Background: an optimization exercise with open tools, aiming at small area, a short achievable clock period and few clock cycles. Do not read the settings as production practice.
Function not checked in this run: the RTL went through the layout flow alone.
Power is estimated from default activity; no workload was simulated.

### design/flow/design.v
package isa_pkg;
	localparam int WORD_W = 32;
	typedef logic [WORD_W-1:0] word_t;
	typedef logic [4:0] reg_idx_t;
	typedef logic [4:0] shamt_t;
	typedef logic [15:0] imm16_t;
	typedef enum logic [4:0] {
		ADD,
		ADDU,
		SUB,
		SUBU,
		AND,
		OR,
		XOR,
		NOR,
		SLT,
		SLTU,
		SLL,
		SRL,
		SRA,
		LUI,
		DIV,
		DIVU,
		MTHI,
		MTLO,
		MFHI,
		MFLO
	} alu_op_t;
	typedef enum logic [1:0] {
		SRC_REG,
		SRC_SIGN_IMM,
		SRC_ZERO_IMM
	} src2_sel_t;
	typedef enum logic {
		SA_FIELD,
		SA_REG
	} sa_sel_t;
	localparam int DIV_CYCLES = 33;
	localparam int DIV_CNT_W = $clog2(DIV_CYCLES);
	typedef logic [DIV_CNT_W-1:0] div_cnt_t;
	typedef struct packed {
		alu_op_t   op;
		word_t     src1;
		word_t     src2;
		imm16_t    imm;
		src2_sel_t src2_sel;
		sa_sel_t   sa_sel;
		shamt_t    shamt;
		reg_idx_t  waddr;
	} ex_req_t;
	typedef struct packed {
		alu_op_t  op;
		word_t    alu_result;
		logic     overflow;
		reg_idx_t waddr;
		word_t    src1;
	} ex_to_wb_t;
	typedef struct packed {
		word_t quotient;
		word_t remainder;
	} div_res_t;
	typedef struct packed {
		logic     wen;
		reg_idx_t waddr;
		word_t    wdata;
	} wb_out_t;
endpackage
`timescale 1ns/1ps
import isa_pkg::*;
module alu (
	input  isa_pkg::alu_op_t op,
	input  isa_pkg::word_t   a,
	input  isa_pkg::word_t   b,
	input  isa_pkg::shamt_t  sa,
	output isa_pkg::word_t   result,
	output logic             overflow
);
	isa_pkg::word_t      sum;
	isa_pkg::word_t      diff;
	logic [32:0] diff_ext;
	logic       add_ovf;
	logic       sub_ovf;
	logic       less_signed;
	logic       less_unsigned;
	assign sum = a + b;
	assign diff_ext = {1'b0, a} - {1'b0, b};
	assign diff = diff_ext[31:0];
	assign add_ovf = (a[31] == b[31]) && (sum[31] != a[31]);
	assign sub_ovf = (a[31] != b[31]) && (diff[31] != a[31]);
	assign less_signed = diff[31] ^ sub_ovf;
	assign less_unsigned = diff_ext[32];
	always_comb
	begin
		case (op)
			ADD, ADDU: result = sum;
			SUB, SUBU: result = diff;
			AND:       result = a & b;
			OR:        result = a | b;
			XOR:       result = a ^ b;
			NOR:       result = ~(a | b);
			SLT:       result = {31'd0, less_signed};
			SLTU:      result = {31'd0, less_unsigned};
			SLL:       result = b << sa;
			SRL:       result = b >> sa;
			SRA:       result = $signed(b) >>> sa;
			LUI:       result = {b[15:0], 16'd0};
			default:   result = '0;
		endcase
	end
	always_comb
	begin
		case (op)
			ADD:     overflow = add_ovf;
			SUB:     overflow = sub_ovf;
			default: overflow = 1'b0;
		endcase
	end
endmodule
`timescale 1ns/1ps
import isa_pkg::*;
module div_unit (
	input  logic               clk,
	input  logic               resetn,
	input  logic               start,
	input  logic               is_signed,
	input  isa_pkg::word_t     a,
	input  isa_pkg::word_t     b,
	output logic               done,
	output isa_pkg::div_res_t res
);
	logic        busy;
	isa_pkg::div_cnt_t    count;
	isa_pkg::word_t       quot;
	isa_pkg::word_t       rem;
	isa_pkg::word_t       divisor;
	logic        q_neg;
	logic        r_neg;
	isa_pkg::word_t       a_mag;
	isa_pkg::word_t       b_mag;
	logic [32:0] trial;
	logic        load;
	assign load = start && !busy;
	assign a_mag = (is_signed && a[31]) ? -a : a;
	assign b_mag = (is_signed && b[31]) ? -b : b;
	assign trial = {rem, quot[31]} - {1'b0, divisor};
	assign done = busy && (count == isa_pkg::div_cnt_t'(DIV_CYCLES - 1));
	always_ff @(posedge clk)
	begin
		if (!resetn)
		begin
			busy <= 1'b0;
			count <= '0;
		end
		else if (load)
		begin
			busy <= 1'b1;
			count <= '0;
		end
		else if (done)
		begin
			busy <= 1'b0;
		end
		else if (busy)
		begin
			count <= count + 1'b1;
		end
	end
	always_ff @(posedge clk)
	begin
		if (load)
		begin
			quot <= a_mag;
			rem <= '0;
			divisor <= b_mag;
			q_neg <= is_signed && (a[31] ^ b[31]);
			r_neg <= is_signed && a[31];
		end
		else if (busy && !done)
		begin
			if (!trial[32])
			begin
				rem <= trial[31:0];
				quot <= {quot[30:0], 1'b1};
			end
			else
			begin
				rem <= {rem[30:0], quot[31]};
				quot <= {quot[30:0], 1'b0};
			end
		end
	end
	assign res.quotient = q_neg ? -quot : quot;
	assign res.remainder = r_neg ? -rem : rem;
endmodule
`timescale 1ns/1ps
import isa_pkg::*;
module ex_issue (
	input  logic                clk,
	input  logic                resetn,
	input  logic                in_valid,
	input  isa_pkg::ex_req_t   in_req,
	input  isa_pkg::word_t      alu_result,
	input  logic                alu_overflow,
	input  logic                div_done,
	input  logic                wb_allowin,
	output logic                in_allowin,
	output isa_pkg::alu_op_t    alu_op,
	output isa_pkg::word_t      alu_a,
	output isa_pkg::word_t      alu_b,
	output isa_pkg::shamt_t     alu_sa,
	output logic                div_start,
	output logic                div_signed,
	output isa_pkg::word_t      div_a,
	output isa_pkg::word_t      div_b,
	output logic                ex_valid,
	output isa_pkg::ex_to_wb_t ex_out
);
	logic              valid;
	isa_pkg::ex_req_t req;
	logic              is_div;
	logic              div_complete;
	logic              ready_go;
	assign is_div = (req.op == DIV) || (req.op == DIVU);
	assign ready_go = !is_div || div_done || div_complete;
	assign in_allowin = !valid || (ready_go && wb_allowin);
	assign ex_valid = valid && ready_go;
	always_ff @(posedge clk)
	begin
		if (!resetn)
		begin
			valid <= 1'b0;
		end
		else if (in_allowin)
		begin
			valid <= in_valid;
		end
	end
	always_ff @(posedge clk)
	begin
		if (in_valid && in_allowin)
		begin
			req <= in_req;
		end
	end
	always_ff @(posedge clk)
	begin
		if (!resetn)
		begin
			div_complete <= 1'b0;
		end
		else if (in_allowin)
		begin
			div_complete <= 1'b0;
		end
		else if (div_done)
		begin
			div_complete <= 1'b1;
		end
	end
	assign div_start = valid && is_div && !div_complete;
	assign div_signed = (req.op == DIV);
	assign div_a = req.src1;
	assign div_b = req.src2;
	assign alu_op = req.op;
	assign alu_a = req.src1;
	always_comb
	begin
		case (req.src2_sel)
			SRC_SIGN_IMM: alu_b = {{16{req.imm[15]}}, req.imm};
			SRC_ZERO_IMM: alu_b = {16'd0, req.imm};
			default:      alu_b = req.src2;
		endcase
	end
	assign alu_sa = (req.sa_sel == SA_REG) ? req.src1[4:0] : req.shamt;
	assign ex_out.op = req.op;
	assign ex_out.alu_result = alu_result;
	assign ex_out.overflow = alu_overflow;
	assign ex_out.waddr = req.waddr;
	assign ex_out.src1 = req.src1;
endmodule
`timescale 1ns/1ps
import isa_pkg::*;
module wb_commit (
	input  logic                clk,
	input  logic                resetn,
	input  logic                ex_valid,
	input  isa_pkg::ex_to_wb_t ex_in,
	input  isa_pkg::div_res_t  div_res,
	input  logic                out_allowin,
	output logic                wb_allowin,
	output logic                out_valid,
	output isa_pkg::wb_out_t   out_wb
);
	isa_pkg::word_t   hi;
	isa_pkg::word_t   lo;
	isa_pkg::wb_out_t next_wb;
	logic    accept;
	assign wb_allowin = !out_valid || out_allowin;
	assign accept = ex_valid && wb_allowin;
	always_comb
	begin
		next_wb.waddr = ex_in.waddr;
		next_wb.wdata = ex_in.alu_result;
		case (ex_in.op)
			DIV, DIVU, MTHI, MTLO:
			begin
				next_wb.wen = 1'b0;
			end
			MFHI:
			begin
				next_wb.wdata = hi;
				next_wb.wen = 1'b1;
			end
			MFLO:
			begin
				next_wb.wdata = lo;
				next_wb.wen = 1'b1;
			end
			default:
			begin
				next_wb.wen = !ex_in.overflow;
			end
		endcase
	end
	always_ff @(posedge clk)
	begin
		if (!resetn)
		begin
			out_valid <= 1'b0;
		end
		else if (wb_allowin)
		begin
			out_valid <= ex_valid;
		end
	end
	always_ff @(posedge clk)
	begin
		if (accept)
		begin
			out_wb <= next_wb;
		end
	end
	always_ff @(posedge clk)
	begin
		if (!resetn)
		begin
			hi <= '0;
			lo <= '0;
		end
		else if (accept)
		begin
			case (ex_in.op)
				DIV, DIVU:
				begin
					hi <= div_res.remainder;
					lo <= div_res.quotient;
				end
				MTHI: hi <= ex_in.src1;
				MTLO: lo <= ex_in.src1;
				default:
				begin
					hi <= hi;
					lo <= lo;
				end
			endcase
		end
	end
endmodule
`timescale 1ns/1ps
import isa_pkg::*;
module exec_core (
	input  logic        clk,
	input  logic        resetn,
	input  logic        in_valid,
	input  logic [4:0]  in_op,
	input  logic [31:0] in_src1,
	input  logic [31:0] in_src2,
	input  logic [15:0] in_imm,
	input  logic [1:0]  in_src2_sel,
	input  logic        in_sa_sel,
	input  logic [4:0]  in_shamt,
	input  logic [4:0]  in_waddr,
	input  logic        out_allowin,
	output logic        in_allowin,
	output logic        out_valid,
	output logic        out_wen,
	output logic [4:0]  out_waddr,
	output logic [31:0] out_wdata
);
	isa_pkg::ex_req_t   in_req;
	isa_pkg::wb_out_t   out_wb;
	assign in_req.op       = isa_pkg::alu_op_t'(in_op);
	assign in_req.src1     = in_src1;
	assign in_req.src2     = in_src2;
	assign in_req.imm      = in_imm;
	assign in_req.src2_sel = isa_pkg::src2_sel_t'(in_src2_sel);
	assign in_req.sa_sel   = isa_pkg::sa_sel_t'(in_sa_sel);
	assign in_req.shamt    = in_shamt;
	assign in_req.waddr    = in_waddr;
	assign out_wen   = out_wb.wen;
	assign out_waddr = out_wb.waddr;
	assign out_wdata = out_wb.wdata;
	isa_pkg::alu_op_t   alu_op;
	isa_pkg::word_t     alu_a;
	isa_pkg::word_t     alu_b;
	isa_pkg::shamt_t    alu_sa;
	isa_pkg::word_t     alu_result;
	logic      alu_overflow;
	logic      div_start;
	logic      div_signed;
	isa_pkg::word_t     div_a;
	isa_pkg::word_t     div_b;
	logic      div_done;
	isa_pkg::div_res_t  div_res;
	logic      ex_valid;
	isa_pkg::ex_to_wb_t ex_out;
	logic      wb_allowin;
	ex_issue u_ex_issue (
		.clk          (clk),
		.resetn       (resetn),
		.in_valid     (in_valid),
		.in_req       (in_req),
		.alu_result   (alu_result),
		.alu_overflow (alu_overflow),
		.div_done     (div_done),
		.wb_allowin   (wb_allowin),
		.in_allowin   (in_allowin),
		.alu_op       (alu_op),
		.alu_a        (alu_a),
		.alu_b        (alu_b),
		.alu_sa       (alu_sa),
		.div_start    (div_start),
		.div_signed   (div_signed),
		.div_a        (div_a),
		.div_b        (div_b),
		.ex_valid     (ex_valid),
		.ex_out       (ex_out)
	);
	alu u_alu (
		.op       (alu_op),
		.a        (alu_a),
		.b        (alu_b),
		.sa       (alu_sa),
		.result   (alu_result),
		.overflow (alu_overflow)
	);
	div_unit u_div_unit (
		.clk       (clk),
		.resetn    (resetn),
		.start     (div_start),
		.is_signed (div_signed),
		.a         (div_a),
		.b         (div_b),
		.done      (div_done),
		.res       (div_res)
	);
	wb_commit u_wb_commit (
		.clk         (clk),
		.resetn      (resetn),
		.ex_valid    (ex_valid),
		.ex_in       (ex_out),
		.div_res     (div_res),
		.out_allowin (out_allowin),
		.wb_allowin  (wb_allowin),
		.out_valid   (out_valid),
		.out_wb      (out_wb)
	);
endmodule
### design/flow/run.sh
#!/bin/bash
# synth_recipe.tcl (not shown) runs the flow's synth.tcl, then flattens the netlist and writes it again
# the make line also repeats each setting of config.mk as NAME=value (left out here)
make -C /OpenROAD-flow-scripts/flow DESIGN_CONFIG=/design/flow/config.mk WORK_HOME=/design/flow/orfs CLKGATE_MAP_FILE= SYNTH_SCRIPT=/design/flow/synth_recipe.tcl finish
### design/flow/config.mk
export PLATFORM = sky130hd
export DESIGN_NAME = exec_core
export DESIGN_NICKNAME = exec_core
export VERILOG_FILES = /design/flow/design.v
export SDC_FILE = /design/flow/constraint.sdc
export NUM_CORES = 4
export LEC_CHECK = 0
export CAP_MARGIN = 20
export CORE_MARGIN = 2
export CORE_UTILIZATION = 40
export PLACE_DENSITY = 0.6
export SLEW_MARGIN = 20
### design/flow/constraint.sdc
create_clock -name core_clock -period 6.0 [get_ports {clk}]
set_input_delay 1.2000 -clock core_clock [delete_from_list [all_inputs] [get_ports {clk}]]
set_output_delay 1.2000 -clock core_clock [all_outputs]
set_load 0.01 [all_outputs]
==> impl_metrics.json <==
{
  "yosysSeqAreaShare": 0.326,
  "cts_buffers": 39,
  "area_of_the_die_um2": 64700,
  "r2r_cells": 21,
  "routed_wire_length_per_instance_um": 30.1,
  "first_iter_violations": 3136,
  "cts_setup_buffers": 0,
  "post_synth_mux_area_share": 0.0772,
  "grt_resource_usage_total": 0.359,
  "hold_viol": 0,
  "timing.hold.worst.class": "register to register",
  "run_status": "no timing/DRC/antenna violations",
  "yosys-top-cells-area": "edfxtp_1, dfxtp_1, ha_1",
  "ios": 142,
  "synth_area_leader_cell": "edfxtp_1",
  "die_height_um": 254,
  "max_slew.worst_pin.slew_ns": 1.11,
  "leading_cell_type_in_the_layout_fill_and_taps_excluded": "nand2_1",
  "drive_gt1_frac": 0.0931,
  "fin_worst_hold_slack_ns": 0.420,
  "tritoncts": "done",
  "relSlewSlack": 0.259,
  "first_pass_grt_wire_length_um": 167000,
  "core-area_um2": 61800,
  "power_per_cell_area_nw_per_um2": 300,
  "cts.sinks": 308,
  "setup_repair_after_global_routing_missed_its_margin": "false",
  "crit_required_ns": 6.34,
  "dominantRegCellSynth": "edfxtp_1",
  "fin_tns_setup_ns": 0,
  "drt-total-wl_um": 118000,
  "synth_xor_area_frac": 0.0639,
  "grt_start_max_net_pins": 74,
  "synth_top_family_by_area": "compound AO/OA/AOI/OAI gates",
  "report.final.slew_viol_count": 0,
  "rows": 91,
  "worst-setup-path-type": "register to register",
  "clk_transition_reported_paths_ns": 0.06,
  "ys_warn_count": 4,
  "synthDistinctLibCells": 80,
  "max_cap_viols": 0,
  "critical_path.startpoint": "u_ex_issue.req[11]",
  "clk_latency_worst_skew_pair_ns": 0.59,
  "critical_path_data_arrival_time_ns": 5.80,
  "final-setup-viol-count": 0,
  "route.antenna.remaining_nets": 0,
  "timing.critical_path.from_type": "register",
  "number_of_remaining_drc_errors": 0,
  "crit_path_end_kind": "register",
  "synth_simple_gate_area_share": 0.157,
  "grt.overflow.total": 0,
  "synth_async_sr_flop_share": 0,
  "netlist.area_leader.share": 0.242,
  "edff_count_synth": 202,
  "synthesized_netlist_cell_count": 2948,
  "period_needed_ns": 5.45,
  "final_net_count": 3297,
  "post_synth_fa_ha_maj_area_fraction": 0.0725,
  "whs_path_depth": 0,
  "vias_cell": 6.42,
  "synthesis.nets": 3193,
  "die_w_um": 254,
  "initial_utilization": 0.406,
  "source_of_the_worst_register_to_register_timing_path": "u_ex_issue.req[11]",
  "drt_pass1_iterations": 7,
  "postSynthRegisterBits": 308,
  "antenna_violations_before_repair": 6,
  "hpwl_um": 91300,
  "peakVddDrop_uv": 244,
  "setup.reg_to_reg.worst_slack_ns": 0.55,
  "leakage_nw": 11.2,
  "timing.final.crit_share": 0.909,
  "cts-htree-levels": 2,
  "timing.clock.skew_ns": 0.0297,
  "gp_congestion": 1.05,
  "cts_root_buf": "clkbuf_16",
  "via_count": 25161,
  "crit_path_max_fanout": 27,
  "critical_path_end": "u_wb_commit.out_wb[37]",
  "r2r-end": "u_wb_commit.out_wb[37]",
  "cts_max_path_buffers": 3,
  "max_freq_mhz": 183,
  "port_buffers": 141,
  "synth_compound_area_frac": 0.248,
  "most_frequent_cells_in_the_layout": "nand2_1, nor2_1, edfxtp_1",
  "post_synth_instance_area_um2": 25100,
  "postSynthAreaPerCell_um2": 8.51,
  "flow.area_growth_from_synthesis_pct": 16.4,
  "via_count_of_the_first_global_routing_pass": 23614
}
cell usage after synthesis (12+ instances only):
| library cell | instances |
|---|---|
| a221oi_1 | 15 |
| mux2i_1 | 90 |
| o31ai_1 | 42 |
| o22ai_1 | 34 |
| and3_1 | 18 |
| a211oi_1 | 39 |
| or2_2 | 12 |
| a22oi_1 | 28 |
| o211ai_1 | 86 |
| a222oi_1 | 15 |
| nor3_1 | 65 |
| ha_1 | 139 |
| xnor2_1 | 99 |
| nand2b_1 | 25 |
| xor2_1 | 84 |
| mux4_2 | 35 |
| nor2b_1 | 27 |
| o21a_1 | 16 |
| nor2_1 | 207 |
| nor4_1 | 12 |
| mux2_2 | 22 |
| dfxtp_1 | 106 |
| o2111ai_1 | 12 |
| nand4_1 | 16 |
| nand2_1 | 359 |
| a21oi_1 | 202 |
| clkbuf_1 | 174 |
| o41ai_1 | 18 |
| a21boi_0 | 52 |
| nand3_1 | 54 |
| inv_1 | 161 |
| or3_1 | 18 |
| o21ai_0 | 187 |
| a31oi_1 | 36 |
| a21o_1 | 28 |
| o21bai_1 | 21 |
| buf_1 | 13 |
| edfxtp_1 | 202 |
| o21ai_1 | 13 |
metal layers:
layer / vias to the layer above / track usage / part of all wire
met3: 295 / 0.0930 / 0.11
li1: 11107 / - / -
met1: 12254 / 0.478 / 0.40
met5: - / 0 / 0.00031
met4: 6 / 0.217 / 0.069
met2: 1499 / 0.521 / 0.41
repair_timing:
item,in CTS,in global routing
resized for setup,0,3
hold buffers,0,0
endpoints found under the setup margin,0,2
sequential cells by signal, summed over array words and instances (netlist names):
name                     flops
u_div_unit.q_neg             1
u_div_unit.divisor          32
u_ex_issue.req              98
u_div_unit.r_neg             1
u_wb_commit.lo              32
u_wb_commit.out_valid        1
u_wb_commit.hi              32
u_div_unit.rem              32
u_div_unit.count             6
u_div_unit.busy              1
u_wb_commit.out_wb          38
u_ex_issue.div_complete      1
u_ex_issue.valid             1
u_div_unit.quot             32
cells by family after synthesis:
group	Yosys count
XOR/XNOR	183
AO/OA/AOI/OAI	941
buffers and inverters	360
AND/OR/NAND/NOR	866
multiplexers	147
adder cells (fa/ha/maj)	143
flip-flops	308
critical path: stages, from the launching register on:
cell and delay, ns:
edfxtp_1 0.37, inv_1 0.06, ha_1 0.39, buf_4 0.25, o21ai_0 0.38, inv_1 0.18
ha_1 0.29, a2111oi_4 0.49, a211oi_1 0.19, o31ai_1 0.29, buf_4 0.20, o2111ai_2 0.20
and3_1 0.27, o41ai_2 0.34, o31ai_1 0.14, fa_1 0.55, xor2_1 0.16, nand3_1 0.09
mux2i_1 0.15, nand2_1 0.07, nand2_1 0.08, a21oi_1 0.05
cell type report:
type / instances / area [um2]
fillers: 6013 / 32600
diodes: 1 / 2.50
clock inverters: 22 / 272
repair buffers: 261 / 2310
clock buffers: 50 / 1090
well taps: 837 / 1050
inverters: 162 / 608
flip-flops and latches: 308 / 8190
multi-input cells: 2280 / 15700
worst min path at each step:
stage	end	from	slack, ns
global placement	u_wb_commit.out_wb[33]	u_ex_issue.req[1]	0.40
global route	u_wb_commit.out_wb[34]	u_ex_issue.req[2]	0.44
detailed placement	u_wb_commit.out_wb[34]	u_ex_issue.req[2]	0.41
floorplan	u_wb_commit.out_wb[32]	u_ex_issue.req[0]	0.40
finish	u_wb_commit.out_wb[33]	u_ex_issue.req[1]	0.42
CTS	u_wb_commit.out_wb[34]	u_ex_issue.req[2]	0.42
where the power goes:
| group | internal (mW) | switching, mW | leakage [nW] |
|---|---|---|---|
| logic | 1.34 | 2.11 | 7.78 |
| clock network | 1.51 | 1.02 | 0.662 |
| registers | 2.45 | 0.317 | 2.77 |
| total | 5.31 | 3.45 | 11.2 |
metrics by stage:
step | instances | utilization | area (um2) | power [mW] | setup slack (ns)
detailed placement | 3847 | 0.450 | 27800 | 6.16 | 0.441
global placement | 3847 | 0.450 | 27800 | 6.11 | 0.416
CTS | 3919 | 0.472 | 29200 | 8.70 | 0.456
finish | 3921 | 0.472 | 29200 | 8.76 | 0.547
global route | 3920 | 0.472 | 29200 | 9.15 | 0.132
floorplan | 2948 | - | 25100 | 4.94 | 0.772

## separate check: timing with driven ports
How much do the figures lean on ideal ports? The routed layout below was timed once more, with nothing changed but the port constraints. Step 1 sets driving cells, clkbuf_16 on the clock port and buf_2 on the other inputs (assumed; they add their load-dependent delay and slew). Step 2 times the ports against the registers' clock, not the clock port: input delays grow and output delays shrink by t, the midpoint of the rising clock arrivals with the driver on. Slacks: no drivers / after step 1 / after step 2; pairs: no drivers / after step 1.
t, ns: 0.647
setup slack, ns: 0.547 / 0.547 / 0.547
worst hold slack (ns): 0.420 / 0.420 / 0.420
worst slew at a driven data input, ns: 0.07
cell pins on the clock port's net: 1
After both steps this run still meets setup and hold. The setup slack of this run moves by 0.000 ns with the drivers and by 0.000 ns with both steps.
